What follows belongs to an exercise in optimizing a design on an open flow for small area and a short achievable clock period; a production flow would make more cautious choices.
Function was checked by simulation only, so behaviour that the tests miss may differ from the original.
The flow treats the clock pin as an ideal source. Dropping or thinning the clock tree relies on that and would not hold on a real chip.

// fpm_top
module fpm_top (
  input  logic        clk,
  input  logic        rst_n,
  input  logic [2:0]  r_mode,
  input  logic [31:0] fp_x,
  input  logic [31:0] fp_y,
  output logic [31:0] fp_z,
  output logic        ovrf,
  output logic        udrf
);
Settings: LEC_CHECK=0, CAP_MARGIN=20, CORE_MARGIN=2, CORE_UTILIZATION=40, SLEW_MARGIN=20, SYNTH_HIERARCHICAL=1; clock period 12.5 ns.
standard.sh (not shown) runs the stock make flow with config.mk's settings and CLKGATE_MAP_FILE= SYNTH_SCRIPT=/design/flow/synth_recipe.tcl, a recipe that flattens the netlist after the stock synthesis.
==> flow/flow/run.sh <==
#!/bin/bash
set -euo pipefail
bash standard.sh synth > synth.log 2>&1
bash standard.sh finish SETUP_SLACK_MARGIN=7 > layout.log 2>&1
Rerun with:
==> flow/flow/run.sh (replaced) <==
#!/bin/bash
set -euo pipefail
bash standard.sh synth > synth.log 2>&1
bash standard.sh finish SETUP_SLACK_MARGIN=6 > layout.log 2>&1
The new run passed the timing, DRC and antenna checks.
Die area does not change.
Wire length fell by about 11%.
Utilization fell by 3.9 points.

ember:
fpm_top, a different RTL version from the one above (not shown whole).
Size: ~120 flip-flops, about 100 I/O pins.
clock: 12.5 ns
lec_check: 0
cap_margin: 20
core_margin: 2
core_utilization: 55
cts_buf_list: sky130_fd_sc_hd__clkbuf_8
slew_margin: 20
synth_hierarchical: 1
==> flow/flow/run.sh <==
#!/bin/bash
set -euo pipefail
bash standard.sh synth > synth.log 2>&1
bash standard.sh cts SETUP_SLACK_MARGIN=7.5 "BUFFER_PORTS_ARGS=-buffer_cell sky130_fd_sc_hd__buf_2" > cts.log 2>&1
SKEW_ODB=$PWD/orfs/results/sky130hd/fpm_top/base/4_cts.odb SKEW_GROUPS=3 openroad -no_init -exit flow/skew.tcl > skew.log 2>&1
bash standard.sh finish SETUP_SLACK_MARGIN=7.5 "BUFFER_PORTS_ARGS=-buffer_cell sky130_fd_sc_hd__buf_2" > layout.log 2>&1
==> flow/flow/skew.tcl <==
set odb $::env(SKEW_ODB)
read_db $odb
set block [ord::get_db_block]
set db [ord::get_db]
set lib [$db findMaster sky130_fd_sc_hd__clkbuf_16]
set clk [$block findNet clk]

set pats {eb_q* nan_q* inf_q* zer_q* sg_q* rne_q* rmm_q* rdir_q* v_q* fy_q* fyn_q* fx_q* bneg_q* bone_q* btwo_q* bonen_q* btwon_q* y3_q* xn_q* x1_q* x2_q* x3_q* x4_q*}
set r1 {}
foreach inst [$block getInsts] {
  set m [[$inst getMaster] getName]
  if {![string match *df* $m]} { continue }
  set n [$inst getName]
  foreach p $pats {
    if {[string match $p $n] && ![string match *2_q* $n] && ![string match *_q2* $n]} { lappend r1 $inst; break }
  }
}
puts "SKEW rank-1 registers: [llength $r1]"

# split them into groups by position, a buffer per group
set ngroups $::env(SKEW_GROUPS)
set pts {}
foreach inst $r1 {
  lassign [$inst getLocation] x y
  lappend pts [list $x $y $inst]
}
# k-means on the register positions
set k $ngroups
set cents {}
set sorted [lsort -integer -index 0 $pts]
for {set i 0} {$i < $k} {incr i} {
  set p [lindex $sorted [expr {int(($i + 0.5) * [llength $sorted] / $k)}]]
  lappend cents [list [lindex $p 0] [lindex $p 1]]
}
for {set it 0} {$it < 20} {incr it} {
  set groups {}
  for {set i 0} {$i < $k} {incr i} { lappend groups {} }
  foreach p $pts {
    set best 0; set bd 1e30
    for {set i 0} {$i < $k} {incr i} {
      lassign [lindex $cents $i] cx cy
      set d [expr {abs([lindex $p 0] - $cx) + abs([lindex $p 1] - $cy)}]
      if {$d < $bd} { set bd $d; set best $i }
    }
    lset groups $best [concat [lindex $groups $best] [list $p]]
  }
  set cents {}
  foreach g $groups {
    set sx 0; set sy 0
    foreach p $g { set sx [expr {$sx + [lindex $p 0]}]; set sy [expr {$sy + [lindex $p 1]}] }
    set n [expr {max(1, [llength $g])}]
    lappend cents [list [expr {int($sx / $n)}] [expr {int($sy / $n)}]]
  }
}
set gi 0
foreach grp $groups c $cents {
  if {[llength $grp] == 0} { continue }
  lassign $c cx cy
  set buf [odb::dbInst_create $block $lib "clkbuf_r1_$gi"]
  set net [odb::dbNet_create $block "clknet_r1_$gi"]
  $net setSigType CLOCK
  [$buf findITerm A] connect $clk
  [$buf findITerm X] connect $net
  $buf setLocation $cx $cy
  $buf setPlacementStatus PLACED
  foreach p $grp {
    set inst [lindex $p 2]
    set ck [$inst findITerm CLK]
    $ck disconnect
    $ck connect $net
  }
  puts "SKEW group $gi: [llength $grp] registers, buffer at $cx $cy"
  incr gi
}

# leaf buffers of the old tree that now drive no register, and their dummy loads
set idle {}
foreach inst [$block getInsts] {
  set m [[$inst getMaster] getName]
  if {![string match *clkbuf* $m] || [string match clkbuf_r1_* [$inst getName]]} { continue }
  set out [$inst findITerm X]
  set n [$out getNet]
  if {$n eq "NULL"} { continue }
  set sinks 0
  set dummies {}
  foreach it [$n getITerms] {
    set ii [$it getInst]
    if {$ii eq $inst} { continue }
    if {[string match clkload* [$ii getName]]} { lappend dummies $ii } else { incr sinks }
  }
  if {$sinks == 0 && [llength [$n getBTerms]] == 0} {
    lappend idle [list $inst $n $dummies]
  }
}
foreach e $idle {
  lassign $e inst n dummies
  puts "SKEW removing idle [$inst getName] and [llength $dummies] dummy loads"
  foreach d $dummies { odb::dbInst_destroy $d }
  odb::dbInst_destroy $inst
  odb::dbNet_destroy $n
}

detailed_placement
check_placement
write_db $odb
Edits applied to the flow inputs when going from ember to juniper:
==> flow/flow/run.sh <==
#!/bin/bash
set -euo pipefail
bash standard.sh synth > synth.log 2>&1
bash standard.sh cts SETUP_SLACK_MARGIN=7.35 "BUFFER_PORTS_ARGS=-buffer_cell sky130_fd_sc_hd__buf_2" > cts.log 2>&1
SKEW_ODB=$PWD/orfs/results/sky130hd/fpm_top/base/4_cts.odb SKEW_GROUPS=3 openroad -no_init -exit flow/skew.tcl > skew.log 2>&1
bash standard.sh finish SETUP_SLACK_MARGIN=7.35 "BUFFER_PORTS_ARGS=-buffer_cell sky130_fd_sc_hd__buf_2" > layout.log 2>&1
--- a/flow/flow/skew.tcl
+++ b/flow/flow/skew.tcl
@@ -101,4 +101,21 @@
 }
 
+if {[info exists ::env(SKEW_R2CELL)] && $::env(SKEW_R2CELL) ne ""} {
+  set root [$block findInst clkbuf_0_clk]
+  set dm [$db findMaster $::env(SKEW_R2CELL)]
+  set d [odb::dbInst_create $block $dm "clkdly_r2"]
+  set dn [odb::dbNet_create $block "clknet_r2_root"]
+  $dn setSigType CLOCK
+  set ra [$root findITerm A]
+  $ra disconnect
+  $ra connect $dn
+  [$d findITerm A] connect $clk
+  [$d findITerm X] connect $dn
+  lassign [$root getLocation] rx ry
+  $d setLocation $rx $ry
+  $d setPlacementStatus PLACED
+  puts "SKEW rank-2 tree behind $::env(SKEW_R2CELL)"
+}
+
 detailed_placement
 check_placement
==> comparison <==
[compare] base=ember new=juniper: count of buffers added by post-CTS timing repair for setup -51; setup slack -0.10 ns; total number of nets in the final design -0.71%.
Summary — cell count along the critical path, juniper relative to ember: higher, by 1.
From ember to juniper the numbers moved as follows: last weighted congestion value of the routability-driven placer now smaller; non-clock buffer count dropped 9.0%; total via count in the routed design moved down.
Cmp juniper and ember / ratio of final minimum period to clock period / lower: ember
Input-level comparison between yarrow and juniper:
--- a/flow/config.mk
+++ b/flow/config.mk
@@ -8,5 +8,5 @@
 export CAP_MARGIN = 20
 export CORE_MARGIN = 2
-export CORE_UTILIZATION = 55
+export CORE_UTILIZATION = 50
 export CTS_BUF_LIST = sky130_fd_sc_hd__clkbuf_8
 export SLEW_MARGIN = 20
[summary]
- Going from juniper to yarrow, final instance area ~0 delta, final-layout clock buffer total +1, weighted congestion reported at the end of routability-driven placement -about 3.6%.
- Starting utilization of the core area was higher in juniper than in yarrow.
> inputs changed (yarrow -> raven)
==> flow/flow/run.sh <==
#!/bin/bash
set -euo pipefail
bash standard.sh synth > synth.log 2>&1
bash standard.sh cts SETUP_SLACK_MARGIN=7.35 "BUFFER_PORTS_ARGS=-buffer_cell sky130_fd_sc_hd__buf_1" > cts.log 2>&1
SKEW_ODB=$PWD/orfs/results/sky130hd/fpm_top/base/4_cts.odb SKEW_GROUPS=3 openroad -no_init -exit flow/skew.tcl > skew.log 2>&1
bash standard.sh finish SETUP_SLACK_MARGIN=7.35 "BUFFER_PORTS_ARGS=-buffer_cell sky130_fd_sc_hd__buf_1" > layout.log 2>&1
--- a/flow/config.mk
+++ b/flow/config.mk
@@ -8,5 +8,5 @@
 export CAP_MARGIN = 20
 export CORE_MARGIN = 2
-export CORE_UTILIZATION = 50
+export CORE_UTILIZATION = 55
 export CTS_BUF_LIST = sky130_fd_sc_hd__clkbuf_8
 export SLEW_MARGIN = 20
### Flow results
Compare raven and yarrow | number of buffers outside the clock class in the layout higher: raven. On worst hold slack, yarrow beats raven.
Modified inputs, xenon compared to raven
--- a/flow/config.mk
+++ b/flow/config.mk
@@ -8,5 +8,5 @@
 export CAP_MARGIN = 20
 export CORE_MARGIN = 2
-export CORE_UTILIZATION = 55
+export CORE_UTILIZATION = 60
 export CTS_BUF_LIST = sky130_fd_sc_hd__clkbuf_8
 export SLEW_MARGIN = 20
==> summary.txt <==
Comparing xenon and raven, met3 track demand over resource is higher on xenon. In the tables for xenon and raven, worst hold slack reads higher with xenon. Die span in y (xenon over raven): decrease, 4.2%. Any difference in flip-flop and latch share of the layout cell area between raven and xenon is small enough to ignore. Looking at launching instance or port of the critical path, the fyn_q[4] result is from raven; the p_q[9] one comes from xenon. In xenon the post-placement cell count turned out 27 lower than in raven. Both conditions hold for xenon: the flow ran to the end and the final layout passed the timing, DRC and antenna checks.
Input changes introduced in pepper (baseline for comparison: xenon):
==> flow/flow/run.sh <==
#!/bin/bash
set -euo pipefail
bash standard.sh synth > synth.log 2>&1
bash standard.sh cts SETUP_SLACK_MARGIN=7.25 "BUFFER_PORTS_ARGS=-buffer_cell sky130_fd_sc_hd__buf_1" > cts.log 2>&1
SKEW_ODB=$PWD/orfs/results/sky130hd/fpm_top/base/4_cts.odb SKEW_GROUPS=3 openroad -no_init -exit flow/skew.tcl > skew.log 2>&1
bash standard.sh finish SETUP_SLACK_MARGIN=7.25 "BUFFER_PORTS_ARGS=-buffer_cell sky130_fd_sc_hd__buf_1" > layout.log 2>&1
--- a/flow/config.mk
+++ b/flow/config.mk
@@ -8,5 +8,5 @@
 export CAP_MARGIN = 20
 export CORE_MARGIN = 2
-export CORE_UTILIZATION = 60
+export CORE_UTILIZATION = 55
 export CTS_BUF_LIST = sky130_fd_sc_hd__clkbuf_8
 export SLEW_MARGIN = 20
| number of antenna violations at the first check in global routing | pepper vs xenon | 1 lower |
xenon has higher first-pass GRT wire length than pepper.
pepper vs xenon — via count dropped by a few percent
Max time the final worst path needs with I/O delays and setup across xenon and pepper: pepper
Per the final summary, pepper finished and its layout is clean on timing, DRC and antenna.

-- what the ideal ports hide --
The flow's constraints put no driver on any port. The routed layouts listed below were extracted and timed again, unchanged, in two steps. Step 1 (the two cells are an assumption about what drives the block):
set clk [get_ports {clk}]
set_driving_cell -lib_cell sky130_fd_sc_hd__clkbuf_16 $clk
set_driving_cell -lib_cell sky130_fd_sc_hd__buf_2 [delete_from_list [all_inputs] $clk]
Step 2 also shifts input and output timing later by t, the mid clock arrival at the registers, as if the neighbouring blocks saw the same clock. a / b / c = ideal ports / drivers / drivers and shift; a / b = the first two.
| run | t (ns) | setup WS [ns] | clock arrival spread, ns | worst register clock-pin slew, ns | worst data-port slew with drivers (ns) |
|---|---|---|---|---|---|
| the first run of note 1 | 0.492 | 6.658 / 6.658 / 6.658 | 0.009 / 0.009 | 0.06 / 0.06 | 0.05 |
| the second run of note 1 | 0.490 | 6.289 / 6.233 / 6.289 | 0.009 / 0.009 | 0.06 / 0.06 | 0.04 |
| ember | 0.356 | 7.581 / 7.475 / 7.626 | 0.213 / 0.213 | 0.11 / 0.11 | 0.05 |
| juniper | 0.352 | 7.479 / 7.375 / 7.525 | 0.206 / 0.207 | 0.10 / 0.10 | 0.04 |
| yarrow | 0.355 | 7.473 / 7.394 / 7.473 | 0.197 / 0.197 | 0.11 / 0.11 | 0.05 |
| raven | 0.350 | 7.519 / 7.418 / 7.519 | 0.201 / 0.202 | 0.10 / 0.10 | 0.04 |
| xenon | 0.349 | 7.493 / 7.391 / 7.518 | 0.204 / 0.204 | 0.11 / 0.11 | 0.05 |
| pepper | 0.361 | 7.404 / 7.295 / 7.440 | 0.212 / 0.212 | 0.11 / 0.11 | 0.05 |
After both steps setup and hold are still met in every run listed.
